Context: an optimization exercise on an open-source flow, tuned for small area, a short achievable clock period and few clock cycles per item. The choices shown serve that exercise and are no tape-out recipe.
In this exercise RTL edits were held to simulation tests only and were not proved equivalent to the original.

==> 12-14: inputs <==
// epoch_seconds_to_date
module epoch_seconds_to_date (
    input  logic        i_clk,
    input  logic        i_rst_n,
    input  logic        start,
    output logic        busy,
    input  logic [31:0] i_epoch_seconds,
    output logic        o_done,
    output logic [11:0] o_year,
    output logic [3:0]  o_month,
    output logic [4:0]  o_day,
    output logic [4:0]  o_hour,
    output logic [5:0]  o_minute,
    output logic [5:0]  o_second
);
clock: 7.0 ns
lec_check: 0
cap_margin: 20
core_margin: 2
core_utilization: 40
cts_buf_list: sky130_fd_sc_hd__clkbuf_2 sky130_fd_sc_hd__clkbuf_4
cts_cluster_size: 20
setup_slack_margin: 4.45
slew_margin: 20
synth_hierarchical: 1
run.sh (not shown) runs the stock make flow with config.mk's settings and CLKGATE_MAP_FILE= SYNTH_SCRIPT=/design/flow/synth_recipe.tcl, a recipe that flattens the netlist after the stock synthesis.
==> 08-26 (differences from 12-14) <==
--- a/flow/config.mk
+++ b/flow/config.mk
@@ -10,5 +10,4 @@
 export CORE_UTILIZATION = 40
-export CTS_BUF_LIST = sky130_fd_sc_hd__clkbuf_2 sky130_fd_sc_hd__clkbuf_4
-export CTS_CLUSTER_SIZE = 20
-export SETUP_SLACK_MARGIN = 4.45
+export CTS_BUF_LIST = sky130_fd_sc_hd__clkbuf_4 sky130_fd_sc_hd__clkbuf_8
+export SETUP_SLACK_MARGIN = 4.7
 export SLEW_MARGIN = 20
==> impl_metrics.csv <==
group,metric,value,unit
worst_setup_path,worstPathMaxFanout,6,
place,place_area,15000,µm²
route,drt-initial-drc-count,176,
clock_network,cts_resized,268,
layout,num-clock-buffers,78,
run_status,status,"complete, no violations",
sta,fin_skew,0.0307,ns
-- figures above: 08-26

==> impl_metrics.csv <==
group,metric,value,unit
run_status,status,"complete, no violations",
layout,num-clock-buffers,126,
route,drt-initial-drc-count,192,
sta,fin_skew,0.0426,ns
worst_setup_path,worstPathMaxFanout,1,
layout,fin_util,46.7,%
layout,largest_cell_class,"registers",
clock_network,cts_resized,190,
-- figures above: 12-14

Testbench counts of 12-14, summed over its fixed seeds: cycles 16,056, items 16,000.
Testbench counts of 08-26, summed over its fixed seeds: cycles 16,056, items 16,000.

==> build 74 <==
Another version of the RTL of epoch_seconds_to_date (not shown whole).
make LEC_CHECK=0 CAP_MARGIN=20 CORE_MARGIN=2 CORE_UTILIZATION=55 CTS_BUF_LIST='sky130_fd_sc_hd__clkbuf_8 sky130_fd_sc_hd__clkbuf_16' CTS_CLUSTER_DIAMETER=120 CTS_CLUSTER_SIZE=30 GPL_ROUTABILITY_DRIVEN=0 GPL_TIMING_DRIVEN=1 PLACE_DENSITY=0.7 SETUP_SLACK_MARGIN=4.45 SLEW_MARGIN=20 SYNTH_HIERARCHICAL=1 finish   # period 7.0 ns
==> build 49: changes against build 74 <==
Settings changed: CORE_UTILIZATION 55 to 40, GPL_ROUTABILITY_DRIVEN 0 to default, GPL_TIMING_DRIVEN 1 to default, PLACE_DENSITY 0.7 to default.
==> impl_metrics.yaml <==
timing:
  fin_crit_sh_pct: 35.8
  f_max_ghz: 0.399
layout:
  total_area_of_multi_input_combinational_cells_um2: 6100
  fin_util_pct: 62.6
drt:
  m1WireLength_um: 7700
  wl_met2_um: 9730
outcome:
  status: "complete, no violations"
worst_setup_path:
  path_delay_family: "adder cells"
(the above is from build 74)
==> impl_metrics.yaml <==
drt:
  m1WireLength_um: 8460
  wl_met2_um: 9440
worst_hold_path:
  holdCritStartpoint: "r4_262"
yosys:
  synth_most_common_cell: "sky130_fd_sc_hd__dfxtp_1"
layout:
  total_area_of_multi_input_combinational_cells_um2: 6090
  fin_util_pct: 45.7
  area.share.sequential_pct: 45.0
timing:
  fin_crit_sh_pct: 36.0
  f_max_ghz: 0.397
global_routing:
  gr-usage-met2_pct: 21.3
worst_setup_path:
  critical_path_peak_fanout: 8
outcome:
  status: "complete, no violations"
(the above is from build 49)
Testbench counts of build 74, summed over its fixed seeds: cycles 16,056, items 16,000.
Testbench counts of build 49, summed over its fixed seeds: cycles 16,056, items 16,000.

==> build 84: inputs <==
Starting RTL as in the previous note.
// epoch_seconds_to_date
module epoch_seconds_to_date (
    input  logic        i_clk,
    input  logic        i_rst_n,
    input  logic        start,
    output logic        busy,
    input  logic [31:0] i_epoch_seconds,
    output logic        o_done,
    output logic [11:0] o_year,
    output logic [3:0]  o_month,
    output logic [4:0]  o_day,
    output logic [4:0]  o_hour,
    output logic [5:0]  o_minute,
    output logic [5:0]  o_second
);
export LEC_CHECK = 0
export ABC_CLOCK_PERIOD_IN_PS = 2400
export CAP_MARGIN = 20
export CORE_MARGIN = 2
export CORE_UTILIZATION = 40
export CTS_BUF_LIST = sky130_fd_sc_hd__clkbuf_8 sky130_fd_sc_hd__clkbuf_16
export CTS_CLUSTER_DIAMETER = 120
export CTS_CLUSTER_SIZE = 30
export SETUP_SLACK_MARGIN = 4.45
export SLEW_MARGIN = 20
export SYNTH_HIERARCHICAL = 1
create_clock -name core_clock -period 7.0 [get_ports {i_clk}]
==> inputs of build 78, as changes to build 84 <==
--- a/flow/config.mk
+++ b/flow/config.mk
@@ -6,11 +6,11 @@
 export NUM_CORES = 4
 export LEC_CHECK = 0
-export ABC_CLOCK_PERIOD_IN_PS = 2400
 export CAP_MARGIN = 20
 export CORE_MARGIN = 2
-export CORE_UTILIZATION = 40
+export CORE_UTILIZATION = 55
 export CTS_BUF_LIST = sky130_fd_sc_hd__clkbuf_8 sky130_fd_sc_hd__clkbuf_16
-export CTS_CLUSTER_DIAMETER = 120
-export CTS_CLUSTER_SIZE = 30
+export CTS_CLUSTER_DIAMETER = 80
+export CTS_CLUSTER_SIZE = 16
+export PLACE_DENSITY = 0.7
 export SETUP_SLACK_MARGIN = 4.45
 export SLEW_MARGIN = 20
==> inputs of trial 56, as changes to build 84 <==
--- a/flow/config.mk
+++ b/flow/config.mk
@@ -6,5 +6,4 @@
 export NUM_CORES = 4
 export LEC_CHECK = 0
-export ABC_CLOCK_PERIOD_IN_PS = 2400
 export CAP_MARGIN = 20
 export CORE_MARGIN = 2
@@ -13,5 +12,5 @@
 export CTS_CLUSTER_DIAMETER = 120
 export CTS_CLUSTER_SIZE = 30
-export SETUP_SLACK_MARGIN = 4.45
+export SETUP_SLACK_MARGIN = 4.3
 export SLEW_MARGIN = 20
 export SYNTH_HIERARCHICAL = 1
==> flow_summary_export.csv <==
group,metric,value,unit
clock_network,path_clk_slew,110,ps
sta,fmax,397,MHz
cells_and_area,stdcell_count,1515,
setup_path,critPathArrivalTime,2900,ps
status,status,"complete, no violations",
clock_network,cts_buffers,14,
detailed_routing,met1_length,8460,um
cells_and_area,layout-drive-gt1-share,12.0,%
cells_and_area,fillers,2914,
setup_path,cp_num_cells,11,
setup_path,crit_path_max_incr_delay,380,ps
-- figures above: build 84

==> flow_summary_export.csv <==
group,metric,value,unit
status,status,"complete, no violations",
cells_and_area,fillers,2931,
sta,fmax,380,MHz
detailed_routing,drt_iter0_drc,250,
setup_path,critPathArrivalTime,3020,ps
setup_path,cp_num_cells,12,
cells_and_area,stdcell_count,1509,
clock_network,path_clk_slew,110,ps
clock_network,cts_buffers,14,
cells_and_area,final-clk-cell-share,2.60,%
sta,fin_worst_skew,14.5,ps
detailed_routing,met1_length,8480,um
detailed_routing,ant_nets,0,
cells_and_area,layout-drive-gt1-share,8.72,%
-- figures above: trial 56

==> flow_summary_export.csv <==
group,metric,value,unit
sta,fmax,393,MHz
setup_path,cp_num_cells,8,
cells_and_area,stdcell_count,1405,
setup_path,critPathArrivalTime,2950,ps
detailed_routing,met1_length,7830,um
cells_and_area,layout-drive-gt1-share,13.6,%
status,status,"complete, no violations",
clock_network,cts_buffers,24,
clock_network,path_clk_slew,70,ps
setup_path,crit_path_max_incr_delay,550,ps
-- figures above: build 78

Testbench counts of build 84, summed over its fixed seeds: cycles 16,056, items 16,000.
Testbench counts of build 78, summed over its fixed seeds: cycles 16,056, items 16,000.
Testbench counts of trial 56, summed over its fixed seeds: cycles 16,056, items 16,000.

==> inputs of 11-04 <==
epoch_seconds_to_date with an RTL version that a note above also has.
Settings: LEC_CHECK=0, CAP_MARGIN=20, CORE_MARGIN=2, CORE_UTILIZATION=40, CTS_BUF_LIST=sky130_fd_sc_hd__clkbuf_8 sky130_fd_sc_hd__clkbuf_16, CTS_CLUSTER_DIAMETER=120, CTS_CLUSTER_SIZE=24, SETUP_SLACK_MARGIN=4.45, SLEW_MARGIN=20, SYNTH_HIERARCHICAL=1; clock period 7.0 ns.
==> inputs of 05-01, as changes to 11-04 <==
--- a/flow/config.mk
+++ b/flow/config.mk
@@ -6,10 +6,9 @@
 export NUM_CORES = 4
 export LEC_CHECK = 0
+export ABC_AREA = 1
 export CAP_MARGIN = 20
 export CORE_MARGIN = 2
 export CORE_UTILIZATION = 40
-export CTS_BUF_LIST = sky130_fd_sc_hd__clkbuf_8 sky130_fd_sc_hd__clkbuf_16
-export CTS_CLUSTER_DIAMETER = 120
-export CTS_CLUSTER_SIZE = 24
+export CTS_BUF_LIST = sky130_fd_sc_hd__clkbuf_4 sky130_fd_sc_hd__clkbuf_8
 export SETUP_SLACK_MARGIN = 4.45
 export SLEW_MARGIN = 20
==> comparison <==
- Of 05-01 and 11-04, 05-01 has the higher final cell count (gap about 20%, measured against 11-04).
- In 05-01 the first-iteration DRC count is higher than in 11-04, by about 90%.
- Fmax: 05-01 is smaller than 11-04 (1.0%).
- In 11-04 the register-to-register slack is higher than in 05-01, by 30 ps.
- Routed wire length: 11-04 is lower than 05-01 (about 15%).
- Between 05-01 and 11-04, the lower via count is in 11-04 (gap about 20%, measured against 11-04).
- In 05-01 the global-route usage is higher than in 11-04, by 1.8 points.
==> figures <==
metric	05-01	11-04
Count of buffers added by post-CTS timing repair for setup	6	4
Outcome	timing/DRC/antenna clean	timing/DRC/antenna clean
Worst setup EP type	register	output port
Via count of the first global-routing pass	8763	7253
Syn_nets	1569	1348
Core Box Area	35600 µm²	34500 µm²
Floorplan die width	194 µm	191 µm
Met1 Use GR	15.5%	14.6%
Post-Place Setup Slack	4300 ps	3920 ps
Final critical path time including I/O delays and setup	2510 ps	2490 ps
Post-route non-filler standard cell count	1903	1579
Clock buffer count	89	19
Distinct cell type count of the synthesized netlist	41	61
Post-Layout Inst Area	16900 µm²	15700 µm²
Layout-to-synthesis area ratio	1.170x	1.130x
Fraction of the mapped netlist area in compound gates	3.22%	5.48%
Testbench counts of 11-04, summed over its fixed seeds: cycles 16,056, items 16,000.
Testbench counts of 05-01, summed over its fixed seeds: cycles 16,056, items 16,000.

==> port drivers added, routing unchanged <==
The flow's constraints put no driver on any port. The routed layouts listed below were extracted and timed again, unchanged, in two steps. Step 1 (the two cells are an assumption about what drives the block):
set clk [get_ports {i_clk}]
set_driving_cell -lib_cell sky130_fd_sc_hd__clkbuf_16 $clk
set_driving_cell -lib_cell sky130_fd_sc_hd__buf_2 [delete_from_list [all_inputs] $clk]
Step 2 also shifts input and output timing later by t, the mid clock arrival at the registers, as if the neighbouring blocks saw the same clock. a / b / c = no drivers / after step 1 / after step 2; a / b = the first two.
| run | t (ns) | setup WS [ns] | slew at the worst register clock pin (ns) | worst data-port slew with drivers (ns) |
|---|---|---|---|---|
| 12-14 | 0.772 | 4.422 / 4.381 / 4.470 | 0.07 / 0.07 | 0.03 |
| 08-26 | 0.670 | 4.520 / 4.488 / 4.493 | 0.06 / 0.06 | 0.03 |
| build 74 | 0.532 | 4.496 / 4.466 / 4.397 | 0.11 / 0.11 | 0.04 |
| build 49 | 0.536 | 4.479 / 4.474 / 4.354 | 0.11 / 0.11 | 0.03 |
| build 84 | 0.536 | 4.479 / 4.474 / 4.354 | 0.11 / 0.11 | 0.03 |
| build 78 | 0.563 | 4.456 / 4.455 / 4.385 | 0.07 / 0.07 | 0.03 |
| trial 56 | 0.536 | 4.367 / 4.367 / 4.367 | 0.11 / 0.11 | 0.04 |
| 11-04 | 0.544 | 4.513 / 4.464 / 4.476 | 0.10 / 0.10 | 0.03 |
| 05-01 | 0.665 | 4.487 / 4.484 / 4.478 | 0.07 / 0.07 | 0.05 |
After both steps setup and hold are still met in every run listed.
